From an optimization exercise on the open Yosys and OpenROAD flow, aimed at small area; shortcuts taken in it are not production practice.
In this exercise RTL edits were held to simulation tests only and were not proved equivalent to the original.
Power and IR drop assume default switching activity.

### design.v
module branch_predictor #(
  parameter int unsigned ADDR_W  = 32,
  parameter int unsigned ENTRIES = 64,
  parameter int unsigned TAG_W   = 8,
  parameter int unsigned MODE    = 1,
  parameter int unsigned HIST_W  = 6,
  parameter int unsigned CNT_W   = 16
) (
  input  logic              clk_i,
  input  logic              rst_i,
  input  logic [ADDR_W-1:0] lookup_pc_i,
  output logic              pred_hit_o,
  output logic              pred_taken_o,
  output logic [ADDR_W-1:0] pred_target_o,
  output logic [HIST_W-1:0] pred_hist_o,
  input  logic              update_valid_i,
  input  logic [ADDR_W-1:0] update_pc_i,
  input  logic [HIST_W-1:0] update_hist_i,
  input  logic              update_taken_i,
  input  logic [ADDR_W-1:0] update_target_i,
  input  logic              update_pred_taken_i,
  output logic [CNT_W-1:0]  branch_cnt_o,
  output logic [CNT_W-1:0]  mispred_cnt_o
);
  localparam int unsigned IDX_W = $clog2(ENTRIES);
  logic              validQ  [ENTRIES];
  logic [TAG_W-1:0]  tagQ    [ENTRIES];
  logic [ADDR_W-1:0] targetQ [ENTRIES];
  logic [1:0]        cntQ    [ENTRIES];
  logic [HIST_W-1:0] ghrQ;
  logic [CNT_W-1:0]  branchCnt;
  logic [CNT_W-1:0]  mispredCnt;
  logic [IDX_W-1:0]  lookupBase, lookupIdx, updBase, updIdx;
  logic [TAG_W-1:0]  lookupTag, updTag;
  logic              lookupHit, lookupTaken, updHit;
  logic              unusedBits;
  assign lookupBase = lookup_pc_i[IDX_W+1:2];
  assign lookupTag  = lookup_pc_i[IDX_W+TAG_W+1:IDX_W+2];
  assign updBase    = update_pc_i[IDX_W+1:2];
  assign updTag     = update_pc_i[IDX_W+TAG_W+1:IDX_W+2];
  assign lookupIdx  = (MODE == 1) ? (lookupBase ^ IDX_W'(ghrQ)) : lookupBase;
  assign updIdx     = (MODE == 1) ? (updBase ^ IDX_W'(update_hist_i)) : updBase;
  assign unusedBits = ^{lookup_pc_i, update_pc_i, update_hist_i};
  always_comb begin
    lookupHit   = validQ[lookupIdx] && (tagQ[lookupIdx] == lookupTag);
    lookupTaken = lookupHit && cntQ[lookupIdx][1];
    updHit      = validQ[updIdx] && (tagQ[updIdx] == updTag);
  end
  assign pred_hit_o    = lookupHit;
  assign pred_taken_o  = lookupTaken;
  assign pred_target_o = lookupTaken ? targetQ[lookupIdx]
                                     : lookup_pc_i + ADDR_W'(4);
  assign pred_hist_o   = ghrQ;
  assign branch_cnt_o  = branchCnt;
  assign mispred_cnt_o = mispredCnt;
  always_ff @(posedge clk_i) begin
    if (!rst_i) begin
      for (int i = 0; i < ENTRIES; i++) begin
        validQ[i]  <= 1'b0;
        tagQ[i]    <= '0;
        targetQ[i] <= '0;
        cntQ[i]    <= 2'b01;
      end
      ghrQ       <= '0;
      branchCnt  <= '0;
      mispredCnt <= '0;
    end else if (update_valid_i) begin
      if (updHit) begin
        if (update_taken_i) begin
          if (cntQ[updIdx] != 2'b11) cntQ[updIdx] <= cntQ[updIdx] + 2'd1;
          targetQ[updIdx] <= update_target_i;
        end else if (cntQ[updIdx] != 2'b00) begin
          cntQ[updIdx] <= cntQ[updIdx] - 2'd1;
        end
      end else if (update_taken_i) begin
        validQ[updIdx]  <= 1'b1;
        tagQ[updIdx]    <= updTag;
        targetQ[updIdx] <= update_target_i;
        cntQ[updIdx]    <= 2'b10;
      end
      if (MODE == 1) ghrQ <= HIST_W'({ghrQ, update_taken_i});
      if (branchCnt != '1) branchCnt <= branchCnt + CNT_W'(1);
      if ((update_pred_taken_i != update_taken_i) && (mispredCnt != '1))
        mispredCnt <= mispredCnt + CNT_W'(1);
    end
  end
endmodule
### run.sh
#!/bin/bash
# synth_recipe.tcl (not shown) runs the flow's synth.tcl, then flattens the netlist and writes it again
# the make line also repeats each setting of config.mk as NAME=value (left out here)
make -C /OpenROAD-flow-scripts/flow DESIGN_CONFIG=/design/flow/config.mk WORK_HOME=/design/flow/orfs CLKGATE_MAP_FILE= SYNTH_SCRIPT=/design/flow/synth_recipe.tcl finish
### config.mk
export PLATFORM = sky130hd
export DESIGN_NAME = branch_predictor
export DESIGN_NICKNAME = branch_predictor
export VERILOG_FILES = /design/flow/design.v
export SDC_FILE = /design/flow/constraint.sdc
export NUM_CORES = 4
export LEC_CHECK = 0
export CAP_MARGIN = 20
export CORE_MARGIN = 2
export CORE_UTILIZATION = 40
export SETUP_SLACK_MARGIN = 0.3
export SLEW_MARGIN = 20
### constraint.sdc
create_clock -name core_clock -period 10.0 [get_ports {clk_i}]
set_input_delay 2.0000 -clock core_clock [delete_from_list [all_inputs] [get_ports {clk_i}]]
set_output_delay 2.0000 -clock core_clock [all_outputs]
set_load 0.01 [all_outputs]
==> impl_metrics.env <==
export IMPL_relSlewSlack=0.161
export IMPL_worst_pin_slew_ns=1.25
export IMPL_portBuffers=160
export IMPL_final_cell_mix="edfxtp_1, and3_1, mux4_2"
export IMPL_antenna_found_initial=49
export IMPL_power_switching_uw=7260
export IMPL_cts_resized=0
export IMPL_muxShareOfSynthArea=0.158
export IMPL_cellInternalPower_uw=20800
export IMPL_whs_ns=0.458
export IMPL_finalHoldViolCount=0
export IMPL_grt_ovfl_total=0
export IMPL_layout_commonest_cell="edfxtp_1"
export IMPL_hold_path_class="reg -> reg"
export IMPL_setup_tns_ns=0
export IMPL_start_util=0.401
export IMPL_nNetsFinal=9034
export IMPL_first_pass_iters=6
export IMPL_drtIter0Drc=13563
export IMPL_yosys_area_share_simple=0.150
export IMPL_seq_power_share=0.483
export IMPL_grt_pass1_vias=84886
export IMPL_synth_top_family_by_area="multiplexers"
export IMPL_cts_tree="yes"
export IMPL_synth_largest_area_cell="edfxtp_1"
export IMPL_ys_ff_latch=2790
export IMPL_die_height_um=579
export IMPL_wl_um=453000
export IMPL_cts_sinks=2790
export IMPL_postCtsHoldBufs=0
export IMPL_ys_seq_area_frac=0.625
export IMPL_grt_first_pass_wirelength_um=636000
export IMPL_avgSynthCellArea_um2=14.3
export IMPL_crit_fanout=60
export IMPL_num_vias=87657
export IMPL_swShare=0.259
export IMPL_gp_congestion=0.988
export IMPL_drc=0
export IMPL_htreeDepth=5
export IMPL_status="no timing/DRC/antenna violations"
export IMPL_dp_hpwl_um=261000
export IMPL_combPwrFrac=0.128
export IMPL_drive_gt1_frac=0.197
export IMPL_path_clk_slew_ns=0.06
export IMPL_antenna_left=0
export IMPL_cts_buffers=305
export IMPL_synth_compound_area_share=0.0271
export IMPL_worst_skew_pair_late_latency_ns=0.91
export IMPL_power_uw=28100
export IMPL_io_pins=179
export IMPL_setup_ws_ns=0.353
export IMPL_coreArea_um2=330000
export IMPL_clkPwrFrac=0.389
export IMPL_ys_warn_count=1
export IMPL_criticalPathCategory="in -> out"
export IMPL_dpl_instance_area_um2=138000
export IMPL_crit_arrival_ns=7.65
export IMPL_netlist_area_um2=132000
export IMPL_synthXorXnorAreaFrac=0.00587
export IMPL_synthAdderAreaFrac=0.000283
export IMPL_grt_max_degree=268
export IMPL_synth_top_cell_area_share=0.610
export IMPL_fp_dieW_um=579
export IMPL_start_kind="input pin"
export IMPL_pre_cts_ws_ns=0.571
export IMPL_grt_total_usage=0.264
export IMPL_rows=211
export IMPL_setup_violations=0
export IMPL_leakagePower_uw=0.0560
export IMPL_viasPerCell=6.46
export IMPL_post_drt_wl_per_cell_um=33.4
export IMPL_syn_inst=9283
export IMPL_async_flop_share=0
export IMPL_syn_nets=9393
export IMPL_rsz0062_at_grt="false"
export IMPL_skew_ns=0.0402
export IMPL_synth_cell_types=70
export IMPL_cts_root_buf="clkbuf_16"
export IMPL_crit_path_end_kind="output port"
export IMPL_ir_drop_mv=0.134
export IMPL_synth_edff_count=2688
export IMPL_drv_slew=0
export IMPL_synth_main_ff_cell="edfxtp_1"
export IMPL_area_delta_synth_final_pct=11.7
export IMPL_cts_buffer_depth=4
export IMPL_p_per_area_nw_per_um2=190
export IMPL_die_area_um2=336000
export IMPL_max_cap_viol_count=0
export IMPL_final_period_minus_worst_setup_slack_ns=9.65
export IMPL_worstPathRequired_ns=8.00
export IMPL_ys_top_cells_by_area="edfxtp_1, mux4_2, and3_1, clkbuf_1, nand2_1"
export IMPL_postCtsSetupRepairBufs=0
export IMPL_final_area_um2=148000
export IMPL_fmax_mhz=104
export IMPL_finalCritPeriodShare=0.965
worst max-delay path, cell delays in order:
cell             delay, ns
clkdlybuf4s50_1       0.72
xor2_4                0.27
buf_12                0.28
buf_4                 0.31
mux4_2                0.54
mux4_2                0.61
mux4_2                0.52
xnor2_1               0.14
nand3_1               0.19
nor3b_4               0.08
buf_12                0.16
o21ai_0               0.95
clkdlybuf4s50_1       0.72
through the flow:
step / std cells / utilization
after detailed placement: 12979 / 0.419
after floorplan: 9283 / -
final: 13571 / 0.448
after global routing: 13553 / 0.448
after global placement: 12978 / 0.419
after CTS: 13527 / 0.447
power by group through the flow:
stage	sequential, uW	clock [uW]	combinational (uW)
floorplan	13700	0	2120
global placement	13700	0	3490
detailed placement	13800	0	3510
CTS	13500	11000	3520
global route	13600	11400	3700
finish	13500	10900	3600
path summary, 6_finish.rpt:
kind,from,end,slack [ns],cells after the start
max reg2reg,tagQ[13][3]$_SDFFCE_PN0P_,cntQ[29][0]$_SDFFCE_PN1P_,4.55,12
min,validQ[28]$_DFF_P_,validQ[28]$_DFF_P_,0.46,2
max,lookup_pc_i[3],pred_target_o[4],0.35,13
min reg2reg,validQ[28]$_DFF_P_,validQ[28]$_DFF_P_,0.46,2
sequential cells by signal, indices dropped and copies added, names as in the netlist:
name / flops
cntQ: 128
validQ: 64
tagQ: 512
mispredCnt: 16
targetQ: 2048
branchCnt: 16
ghrQ: 6
cell type report:
cell class / instances / area (um2)
sequential: 2790 / 82800
clock inverter: 164 / 1350
clock buffer: 384 / 8080
timing repair buffer: 459 / 4400
multi-input combinational: 5365 / 45700
fill: 28797 / 182000
antenna: 40 / 100
inverter: 3 / 11.3
tap: 4366 / 5460
cell families after synthesis:
logic type      Yosys count
mux                    1002
compound gates          541
xor+xnor                 87
fa+ha+maj                 3
simple gates           3732
flops                  2790
buf+inv                1128
per-layer routing:
metal  wire [um]  up-vias  global-route usage
li1            -    35303                   -
met1      169000    45398               0.354
met2      209000     5868               0.411
met3       49900     1088              0.0533
met4       25300        0               0.133
met5           0        -                   0
cell usage after synthesis (all sizes together), types with 34 or more instances:
| library cell | n |
|---|---|
| nand2 | 690 |
| a21oi | 57 |
| o21ai | 109 |
| and3 | 2090 |
| o221ai | 54 |
| edfxtp | 2688 |
| o22ai | 147 |
| dfxtp | 102 |
| xor2 | 34 |
| mux4 | 869 |
| xnor2 | 53 |
| buf | 215 |
| clkbuf | 910 |
| nor2 | 653 |
| and2 | 45 |
| mux2i | 67 |
| nor3 | 42 |
| mux2 | 66 |
| nand3 | 146 |

-- what the ideal ports hide --
The results above use ideal ports. As a check the final layout listed here was re-extracted and re-timed, cells and wires unchanged. Step 1: set_driving_cell puts a clkbuf_16 on clk_i and a buf_2 on each other input, an assumption about the parent block. Step 2 also shifts input and output timing later by t, the mid clock arrival at the registers, as if the neighbouring blocks saw the same clock. Slacks: ideal ports / drivers / drivers and shift; pairs: ideal ports / drivers.
t, ns: 1.014
setup WS [ns]: 0.353 / 0.326 / 0.326
clock arrival spread, ns: 0.087 / 0.087
worst data-port slew with drivers (ns): 0.27
After both steps this run still meets setup and hold. For this run, drivers alone change the setup slack by -0.027 ns; drivers and shift together by -0.027 ns.
